Context: an optimization exercise on an open-source flow, tuned for small area, a short achievable clock period and few clock cycles. The choices shown serve that exercise and are no tape-out recipe.
Function was checked by simulation only, so behaviour that the tests miss may differ from the original.
Power and IR drop assume default switching activity.

$ cat flow/design.v
package smme_pkg;
    localparam int unsigned FIELD_W = 32;
    localparam int unsigned ROW_W   = 5;
    typedef struct packed {
        logic [FIELD_W-1:0] base;
        logic [FIELD_W-1:0] expo;
        logic [FIELD_W-1:0] modulus;
        logic [5:0]         top;
        logic               empty;
    } t_job;
endpackage
module square_multiply_modexp_trace #(
    parameter int unsigned EXP_WIDTH = 32,
    parameter int unsigned MOD_WIDTH = 32
) (
    input  logic         i_clk,
    input  logic         i_rst_n,
    input  logic         s_axis_tvalid,
    output logic         s_axis_tready,
    input  logic [95:0]  s_axis_tdata,
    output logic         m_axis_tvalid,
    input  logic         m_axis_tready,
    output logic [71:0]  m_axis_tdata,
    output logic         m_axis_tuser,
    output logic         m_axis_tlast
);
    logic q_idle, q_prep, q_red, q_sqr, q_mul;
    logic [31:0] r_m;      
    logic        r_mz;     
    logic [31:0] r_e;      
    logic [31:0] r_b;      
    logic [31:0] r_acc;    
    logic [31:0] r_sq;     
    logic [31:0] r_r;      
    logic [4:0]  r_cnt;    
    logic [4:0]  r_pos;    
    logic [4:0]  r_row;
    logic        r_xb;     
    logic        r_valid, r_bit, r_last, r_user, r_rdy;
    logic        w_add;    
    logic [32:0] w_a;      
    logic [31:0] w_y;
    logic [34:0] w_s;      
    logic [34:0] w_n1, w_n2;   
    logic [34:0] w_p1, w_c1, w_p2, w_c2;
    logic [34:0] w_d1, w_d2;
    logic [31:0] w_res;
    assign w_add = r_xb & ~q_red;
    assign w_a   = {r_r, r_xb & q_red};
    assign w_y   = w_add ? r_acc : 32'd0;
    assign w_n1  = ~{2'b00, r_mz, r_m};
    assign w_n2  = ~{1'b0, r_mz, r_m, 1'b0};
    always_comb begin
        for (int k = 0; k < 35; k++) begin
            logic a, y;
            a = (k < 33) ? w_a[k] : 1'b0;
            y = (k < 32) ? w_y[k] : 1'b0;
            w_p1[k] = a ^ y ^ w_n1[k];
            w_p2[k] = a ^ y ^ w_n2[k];
            if (k == 0) begin
                w_c1[k] = 1'b1;
                w_c2[k] = 1'b1;
            end else begin
                logic a1, y1;
                a1 = (k - 1 < 33) ? w_a[k-1] : 1'b0;
                y1 = (k - 1 < 32) ? w_y[k-1] : 1'b0;
                w_c1[k] = (a1 & y1) | (a1 & w_n1[k-1]) | (y1 & w_n1[k-1]);
                w_c2[k] = (a1 & y1) | (a1 & w_n2[k-1]) | (y1 & w_n2[k-1]);
            end
        end
    end
    assign w_s  = {2'b00, w_a} + {3'b000, w_y};
    assign w_d1 = w_p1 + w_c1;
    assign w_d2 = w_p2 + w_c2;
    assign w_res = !w_d2[34] ? w_d2[31:0] : (!w_d1[34] ? w_d1[31:0] : w_s[31:0]);
    logic w_op, w_end, w_stall, w_fin, w_empty, w_emit, w_gosq, w_tomul, w_done;
    logic [31:0] w_src;
    logic [4:0]  w_cm1;
    assign w_op    = q_red | q_sqr | q_mul;
    assign w_end   = w_op && (r_cnt == 5'd0);
    assign w_stall = w_end && r_valid;
    assign w_fin   = w_end && !r_valid;           
    assign w_empty = q_red && !r_e[31];           
    assign w_tomul = q_sqr && r_e[31];
    assign w_emit  = w_fin && !w_tomul;           
    assign w_done  = w_emit && (w_empty || r_pos == 5'd0);   
    assign w_gosq  = w_emit && !w_done;
    assign w_cm1   = r_cnt - 5'd1;
    assign w_src   = (q_red | q_mul) ? r_b : r_acc;
    always_ff @(posedge i_clk) begin
        if (q_idle) begin
            r_m <= s_axis_tdata[95:64];
            r_e <= s_axis_tdata[63:32];
            r_b <= s_axis_tdata[31:0];
        end else begin
            if (((q_prep | q_red) && !r_e[31] && r_pos != 5'd0) || w_gosq)
                r_e <= {r_e[30:0], 1'b0};
            if (q_red && w_fin) r_b <= w_res;
        end
        r_mz <= (r_m == 32'd0);
        if (q_idle) r_pos <= 5'd31;
        else if (((q_prep | q_red) && !r_e[31] && r_pos != 5'd0) || w_gosq)
            r_pos <= r_pos - 5'd1;
        r_cnt <= (q_idle | q_prep) ? 5'd31 : w_cm1;
        r_r <= (w_op && r_cnt != 5'd0) ? w_res : 32'd0;
        if (q_prep)
            r_xb <= r_b[31];
        else if (w_end)
            r_xb <= w_stall ? (q_sqr ? r_acc[31] : r_b[31])
                  : (w_tomul ? r_b[31] : w_res[31]);
        else
            r_xb <= w_src[w_cm1];
        if (w_fin) begin
            if (q_red) begin
                r_acc <= w_empty ? 32'd0 : w_res;
                r_sq  <= w_empty ? 32'd0 : 32'd1;
            end else begin
                r_acc <= w_res;
                if (q_sqr) r_sq <= w_res;
            end
        end
        if (w_emit) begin
            r_bit  <= !w_empty && (q_red || q_mul);
            r_row  <= q_red ? 5'd0 : r_row + 5'd1;
            r_last <= w_done;
            r_user <= w_empty;
        end
        if (!i_rst_n) begin
            q_idle  <= 1'b1;
            q_prep  <= 1'b0;
            q_red   <= 1'b0;
            q_sqr   <= 1'b0;
            q_mul   <= 1'b0;
            r_rdy   <= 1'b1;
            r_valid <= 1'b0;
        end else begin
            r_valid <= r_valid ? !m_axis_tready : w_emit;
            if (q_idle) begin
                if (s_axis_tvalid) begin
                    q_idle <= 1'b0;
                    q_prep <= 1'b1;
                    r_rdy  <= 1'b0;
                end
            end
            if (q_prep) begin
                q_prep <= 1'b0;
                q_red  <= 1'b1;
            end
            if (w_fin) begin
                q_red <= 1'b0;
                q_sqr <= w_gosq;
                q_mul <= w_tomul;
                q_idle <= w_done;
                r_rdy  <= w_done;
            end
        end
    end
    assign s_axis_tready = r_rdy;
    assign m_axis_tvalid = r_valid;
    assign m_axis_tdata  = {2'b00, r_row, r_acc, r_sq, r_bit};
    assign m_axis_tuser  = r_user;
    assign m_axis_tlast  = r_last;
endmodule
$ cat flow/run.sh
#!/bin/bash
# synth_recipe.tcl (not shown) runs the flow's synth.tcl, then flattens the netlist and writes it again
# the make line also repeats each setting of config.mk as NAME=value (left out here)
make -C /OpenROAD-flow-scripts/flow DESIGN_CONFIG=/design/flow/config.mk WORK_HOME=/design/flow/orfs CLKGATE_MAP_FILE= SYNTH_SCRIPT=/design/flow/synth_recipe.tcl finish
$ cat flow/config.mk
export PLATFORM = sky130hd
export DESIGN_NAME = square_multiply_modexp_trace
export DESIGN_NICKNAME = square_multiply_modexp_trace
export VERILOG_FILES = /design/flow/design.v
export SDC_FILE = /design/flow/constraint.sdc
export NUM_CORES = 4
export LEC_CHECK = 0
export ABC_CLOCK_PERIOD_IN_PS = 3000
export CAP_MARGIN = 20
export CORE_MARGIN = 2
export CORE_UTILIZATION = 40
export SETUP_SLACK_MARGIN = 5
export SLEW_MARGIN = 20
$ cat flow/constraint.sdc
create_clock -name core_clock -period 11.0 [get_ports {i_clk}]
set_input_delay 2.2000 -clock core_clock [delete_from_list [all_inputs] [get_ports {i_clk}]]
set_output_delay 2.2000 -clock core_clock [all_outputs]
set_load 0.01 [all_outputs]
==> results.sh, run 1 <==
export IMPL_ios=176
export IMPL_ir_drop_uv=118.0
export IMPL_worstPathCellList="nor2b_4 -> and2_1 -> inv_1 -> fa_1 -> fa_1 -> nor2b_1 -> o2111ai_1 -> a21oi_1 -> o21ai_2 -> a311o_1 -> o21ai_2 -> mux2i_1 -> a21oi_1 -> o21ai_0"
export IMPL_post_drt_wl_per_cell_um=22.88
export IMPL_routed_wl_mm=55.05
export IMPL_synth_cell_types=88
export IMPL_dieHeight_um=206.7
export IMPL_cts_max_path_buffers=3
export IMPL_yosysSeqAreaShare_pct=36.91
export IMPL_power_density_nw_per_um2=177.9
export IMPL_synth_top_cell_by_area="edfxtp_1"
export IMPL_grt_max_degree=64
export IMPL_critical_path_top_delay_family="compound AO/OA/AOI/OAI gates"
export IMPL_initial_core_util_pct=40.43
export IMPL_yosys_most_used_dff="edfxtp_1"
export IMPL_drtIter0Drc=1154
export IMPL_cp_end_kind="register"
export IMPL_min_period_over_period_pct=50.50
export IMPL_syn_inst=1699
export IMPL_rsz0062_at_grt="false"
export IMPL_finalHoldViolations=0
export IMPL_sw_frac_of_total_pct=40.93
export IMPL_power_leakage_nw=8.226
export IMPL_setup_ws_ns=5.445
export IMPL_crit_path_top_delay_cell="o21ai_2"
export IMPL_die_width_um=206.7
export IMPL_finalNetCount=2120
export IMPL_clockRootBuffer="clkbuf_16"
export IMPL_area_growth_pct=19.16
export IMPL_cpPeakStageDelay_ns=0.86
export IMPL_setup_tns_ns=0
export IMPL_p_seq_share_pct=30.7
export IMPL_synth_most_common_cell="inv_1"
export IMPL_grt_usage_pct=25.76
export IMPL_synth_edf_count=168
export IMPL_overflow=0
export IMPL_cts_tree="done"
export IMPL_drc_errors=0
export IMPL_cp_arrival_ns=5.85
export IMPL_cts_made_buffers=26
export IMPL_power_mw=3.483
export IMPL_path_buf_inv=1
export IMPL_fin_area_sq_um=19580
export IMPL_netlist_top_cells_area="edfxtp_1, fa_1, ha_1"
export IMPL_yosys_area_top_type_share_pct=30.70
export IMPL_ys_seq_elements=219
export IMPL_critPathRequiredTime_ns=11.29
export IMPL_syn_area_sq_um=16430
export IMPL_p_clk_share_pct=23.8
export IMPL_switching_power_mw=1.426
export IMPL_cts_sinks=219
export IMPL_num_rows=74
export IMPL_power_internal_mw=2.058
export IMPL_die_area_sq_um=42720
export IMPL_critPathKind="register to register"
export IMPL_fp_coreArea_sq_um=40650
export IMPL_holdCritPathClass="register to register"
export IMPL_gp_congestion=1.001
export IMPL_syn_avg_cell_area_sq_um=9.673
export IMPL_ys_warn_count=1
export IMPL_status="timing/DRC/antenna clean"
export IMPL_clkTransAtPathRegs_ns=0.06
export IMPL_dpl_cell_area_sq_um=18690
export IMPL_grt_pass1_wl_mm=82.25
export IMPL_num_antenna_cells=0
export IMPL_synth_common_cells="inv_1, nor2_1, edfxtp_1"
export IMPL_dr_total_vias=13825
export IMPL_fill_cells=3864
export IMPL_hpwlAfterDp_mm=42.21
export IMPL_port_buffers=173
export IMPL_max_freq_mhz=180.0
export IMPL_drive_above_1_share_pct=8.058
export IMPL_firstDrtPassIters=5
export IMPL_clock_skew_ns=0.02116
export IMPL_layout_min_cycle_time_ns=5.555
export IMPL_max_slew_margin_rel_pct=20.12
export IMPL_critPathLaunchType="register"
export IMPL_slew_violations=0
export IMPL_clk_insertion_delay_late_ns=0.57
export IMPL_post_place_ws_ns=4.950
export IMPL_viasPerCell=5.746
export IMPL_combPwrFrac_pct=45.5
export IMPL_path_max_fanout=15
export IMPL_cts_htree_levels=1
export IMPL_worst_pin_slew_ns=1.183
export IMPL_cts_hold_buf=0
export IMPL_max_cap_violations=0
export IMPL_antenna_found_initial=0
export IMPL_grt_pass1_vias=13575
export IMPL_ant_nets=0
export IMPL_setup_viol=0
export IMPL_synth_async_sr_flop_share_pct=0
worst register-to-register path, cell delays in order, from the launching register on:
cell	delay [ns]
dfxtp_1	0.38
nor2b_4	0.40
and2_1	0.27
inv_1	0.10
fa_1	0.49
fa_1	0.44
nor2b_1	0.21
o2111ai_1	0.24
a21oi_1	0.44
o21ai_2	0.19
a311o_1	0.52
o21ai_2	0.86
mux2i_1	0.24
a21oi_1	0.40
o21ai_0	0.12
cells in the final DEF (no fill, tap or decap), drive strengths merged, types with 15 or more instances in the layout:
cell type,n
o211ai,20
inv,187
xnor2,47
a21o,44
a31oi,25
nor2,174
mux4,20
a21oi,116
nor3,48
and3,16
buf,16
mux2i,19
clkbuf,35
fa,65
and2,26
a211oi,15
ha,101
xor2,24
mux2,36
edfxtp,168
nand3,30
nand2,116
o21ai,88
clkdlybuf4s50,173
dfxtp,51
layout make-up:
class / count / area [sq um] / area share [%]
Clock buffer: 35 / 704.4 / 3.597
Clock inverter: 13 / 92.59 / 0.4728
Inverter: 186 / 698.2 / 3.565
Multi-Input combinational cell: 1232 / 9448 / 48.24
Sequential cell: 219 / 6071 / 31.00
Tap cell: 532 / 665.6 / 3.399
Timing Repair Buffer: 189 / 1904 / 9.724
sequential cells by signal (all words and copies together), names as in the netlist, 5 cells and up:
register / count
r_acc: 32
r_b: 32
r_cnt: 5
r_e: 32
r_m: 32
r_pos: 5
r_r: 32
r_row: 5
r_sq: 32
path summary, 6_finish.rpt:
path,startpoint,end,slack (ns),cells after the start
max reg2reg,r_xb,r_b[4],5.45,14
min reg2reg,r_pos[4],r_pos[4],0.49,2
min,r_pos[4],r_pos[4],0.49,2
max,r_xb,r_b[4],5.45,14
routing by layer:
| layer | vias up | global-route usage [%] | routed length (um) |
|---|---|---|---|
| met5 | - | 0 | 0 |
| met4 | 0 | 11.07 | 2550 |
| met3 | 118 | 3.046 | 3050 |
| met2 | 513 | 43.10 | 26340 |
| met1 | 6771 | 33.80 | 23110 |
| li1 | 6423 | - | - |
cells by family after synthesis:
family,Yosys count,synth area share [%]
simple gates,500,14.36
compound gates,415,16.84
fa+ha+maj,167,15.67
xor+xnor,71,3.784
flops,219,36.91
other cells,1,0.02282
buf+inv,251,6.053
mux,75,6.365
power by group through the flow:
stage               clock network [mW]  logic [mW]  registers, mW
finish                           0.830        1.58           1.07
global route                     0.873        1.73           1.08
CTS                              0.846        1.55           1.07
detailed placement                   0        1.53           1.09
global placement                     0        1.51           1.09
floorplan                            0        1.09           1.06
stage by stage:
stage,util (%),hold slack [ns],std cells
2_1_floorplan,-,0.4532,1700
3_3_place_gp,45.91,0.4651,2351
3_5_place_dp,45.98,0.4749,2352
4_1_cts,48.00,0.4856,2402
5_1_grt,48.18,0.5248,2406
6_report,48.18,0.4861,2406
what timing repair did:
item	CTS	global route
endpoints found under the setup margin	3	42
cloned	2	0
pin swaps	2	1
gates resized for setup	1	2
hold endpoints to repair	0	0
buffers inserted	0	3
Testbench counts, summed over its fixed seeds: cycles 117,288.
==> run 2: changes to the inputs <==
--- a/flow/config.mk
+++ b/flow/config.mk
@@ -5,9 +5,7 @@
 export SDC_FILE = /design/flow/constraint.sdc
 export NUM_CORES = 4
 export LEC_CHECK = 0
-export ABC_CLOCK_PERIOD_IN_PS = 3000
 export CAP_MARGIN = 20
 export CORE_MARGIN = 2
 export CORE_UTILIZATION = 40
-export SETUP_SLACK_MARGIN = 5
 export SLEW_MARGIN = 20
==> run 2 against run 1 <==
Net effect: count of clock-buffer cells in the layout did not move; via count fell by 0.38%; critical endpoint is now r_b[24]; still clean on timing, DRC and antenna; critical path depth rose by 1; first-iteration DRC count rose by 3.6%; largest power group unchanged.
==> results.sh, run 2 <==
export IMPL_critPathRequiredTime_ns=11.27
export IMPL_critPathLaunchType="register"
export IMPL_die_area_sq_um=42720
export IMPL_ir_drop_uv=117.6
export IMPL_syn_area_sq_um=16430
export IMPL_grt_usage_pct=25.42
export IMPL_grt_pass1_wl_mm=81.36
export IMPL_dr_total_vias=13772
export IMPL_min_period_over_period_pct=56.06
export IMPL_hold_ws_ns=0.4861
export IMPL_clock_skew_ns=0.02500
export IMPL_grt_max_degree=64
export IMPL_ant_nets=0
export IMPL_max_cap_violations=0
export IMPL_fp_coreArea_sq_um=40650
export IMPL_synth_top_cell_by_area="edfxtp_1"
export IMPL_initial_core_util_pct=40.43
export IMPL_synth_cell_types=88
export IMPL_ios=176
export IMPL_ctsResizeCount=0
export IMPL_antenna_found_initial=0
export IMPL_finalNetCount=2115
export IMPL_setup_tns_ns=0
export IMPL_dieHeight_um=206.7
export IMPL_layout_common_cells="inv_1, nor2_1, clkdlybuf4s50_1"
export IMPL_worst_pin_slew_ns=1.171
export IMPL_yosys_area_top_type_share_pct=30.70
export IMPL_clockRootBuffer="clkbuf_16"
export IMPL_port_buffers=173
export IMPL_cts_tree="done"
export IMPL_synth_most_common_cell="inv_1"
export IMPL_ys_seq_elements=219
export IMPL_gp_congestion=1.001
export IMPL_cts_made_buffers=26
export IMPL_num_rows=74
export IMPL_die_width_um=206.7
export IMPL_clk_insertion_delay_late_ns=0.57
export IMPL_max_freq_mhz=162.2
export IMPL_post_drt_wl_per_cell_um=22.61
export IMPL_status="timing/DRC/antenna clean"
export IMPL_power_leakage_nw=8.196
export IMPL_num_antenna_cells=0
export IMPL_hpwlAfterDp_mm=42.21
export IMPL_clkTransAtPathRegs_ns=0.06
export IMPL_synth_common_cells="inv_1, nor2_1, edfxtp_1"
export IMPL_cp_end_kind="register"
export IMPL_yosysSeqAreaShare_pct=36.91
export IMPL_slew_violations=0
export IMPL_power_density_nw_per_um2=176.8
export IMPL_syn_inst=1699
export IMPL_rsz0062_at_grt="false"
export IMPL_routed_wl_mm=54.29
export IMPL_post_cts_buffers=0
export IMPL_path_max_fanout=27
export IMPL_cts_sinks=219
export IMPL_drtIter0Drc=1195
export IMPL_area_growth_pct=18.74
export IMPL_cts_hold_buf=0
export IMPL_finalHoldViolations=0
export IMPL_viasPerCell=5.736
export IMPL_drive_above_1_share_pct=7.758
export IMPL_synth_edf_count=168
export IMPL_fill_cells=3870
export IMPL_syn_avg_cell_area_sq_um=9.673
export IMPL_overflow=0
export IMPL_drc_errors=0
export IMPL_cp_arrival_ns=6.43
export IMPL_netlist_top_cells_area="edfxtp_1, fa_1, ha_1"
export IMPL_layout_min_cycle_time_ns=6.166
export IMPL_firstDrtPassIters=5
export IMPL_max_slew_margin_rel_pct=20.97
export IMPL_yosys_most_used_dff="edfxtp_1"
export IMPL_setup_viol=0
export IMPL_synth_async_sr_flop_share_pct=0
export IMPL_critPathKind="register to register"
export IMPL_holdCritPathClass="register to register"
export IMPL_cts_max_path_buffers=3
export IMPL_cts_htree_levels=1
export IMPL_grt_pass1_vias=13551
export IMPL_final_common_cell="inv_1"
export IMPL_ys_warn_count=1
-- run 2: through the flow --
stage / utilization, % / total power [mW] / instances / setup slack, ns / cell area (sq um)
after floorplan: - / 2.147 / 1700 / 6.640 / 16440
after global placement: 45.91 / 2.594 / 2351 / 5.099 / 18660
after detailed placement: 45.98 / 2.614 / 2352 / 4.950 / 18690
after CTS: 47.94 / 3.454 / 2400 / 4.903 / 19490
after global routing: 48.01 / 3.653 / 2401 / 4.531 / 19510
final: 48.01 / 3.449 / 2401 / 4.834 / 19510
-- run 2: worst paths after layout --
kind                  from        to  slack [ns]  cells after the start
setup / recovery      r_xb   r_b[24]        4.83                     15
hold / removal    r_pos[4]  r_pos[4]        0.49                      2
hold reg to reg   r_pos[4]  r_pos[4]        0.49                      2
setup reg to reg      r_xb   r_b[24]        4.83                     15
-- run 2: metal layers --
layer / share of wire, % / routed length [um] / GRT usage, %
met2: 48 / 26010 / 42.61
met3: 5.0 / 2688 / 2.841
met1: 42 / 22950 / 33.23
met4: 4.9 / 2639 / 11.32
met5: 0 / 0 / 0
-- run 2: worst max-delay path, cell delays in order (launching register included) --
cell      delay, ns
dfxtp_1        0.38
nor2b_2        0.60
buf_4          0.40
nand2_1        0.17
fa_1           0.52
inv_1          0.05
ha_1           0.35
a211oi_1       0.25
o21ai_0        0.16
a221oi_1       0.64
and2_4         0.29
a311oi_4       0.08
a21oi_4        0.82
nor3_1         0.12
o31ai_1        0.83
a31oi_1        0.18
-- run 2: kinds of logic after synthesis --
kind of cell    synth area share, %
mux                           6.365
fa+ha+maj                     15.67
flops                         36.91
simple gates                  14.36
other cells                 0.02282
compound gates                16.84
xor+xnor                      3.784
buf+inv                       6.053
-- run 2: layout make-up --
class / instances / area (sq um) / share of cell area, %
multi-input cells: 1230 / 9413 / 48.24
flip-flops and latches: 219 / 6071 / 31.11
repair buffers: 186 / 1869 / 9.579
clock buffers: 35 / 704.4 / 3.610
inverters: 186 / 698.2 / 3.578
well taps: 532 / 665.6 / 3.411
clock inverters: 13 / 92.59 / 0.4745
-- run 2: power by group --
part / leakage (nW) / internal (mW) / total [mW] / switching (mW)
Sequential: 2.04 / 1.02 / 1.07 / 0.0535
Combinational: 5.78 / 0.576 / 1.55 / 0.974
Clock: 0.381 / 0.453 / 0.829 / 0.376
Total: 8.20 / 2.05 / 3.45 / 1.40

## separate check: timing with driven ports
The flow's constraints put no driver on any port. The routed layouts listed below were extracted and timed again, unchanged, in two steps. Step 1 (the two cells are an assumption about what drives the block):
set clk [get_ports {i_clk}]
set_driving_cell -lib_cell sky130_fd_sc_hd__clkbuf_16 $clk
set_driving_cell -lib_cell sky130_fd_sc_hd__buf_2 [delete_from_list [all_inputs] $clk]
Step 2 moves the port delays by t, midway between the first and last clock arrival at a register: inputs arrive t later, outputs are due t later. That takes back most of the time a late clock gives input paths. Three values: no drivers, after step 1, after step 2; two values: the first two.
run	shift t [ns]	setup slack, ns	hold WS [ns]	slew at the worst register clock pin (ns)
run 1	0.621	5.445 / 5.445 / 5.445	0.486 / 0.486 / 0.486	0.07 / 0.07
run 2	0.621	4.834 / 4.834 / 4.834	0.486 / 0.486 / 0.486	0.07 / 0.07
After both steps every run listed still meets setup and hold.
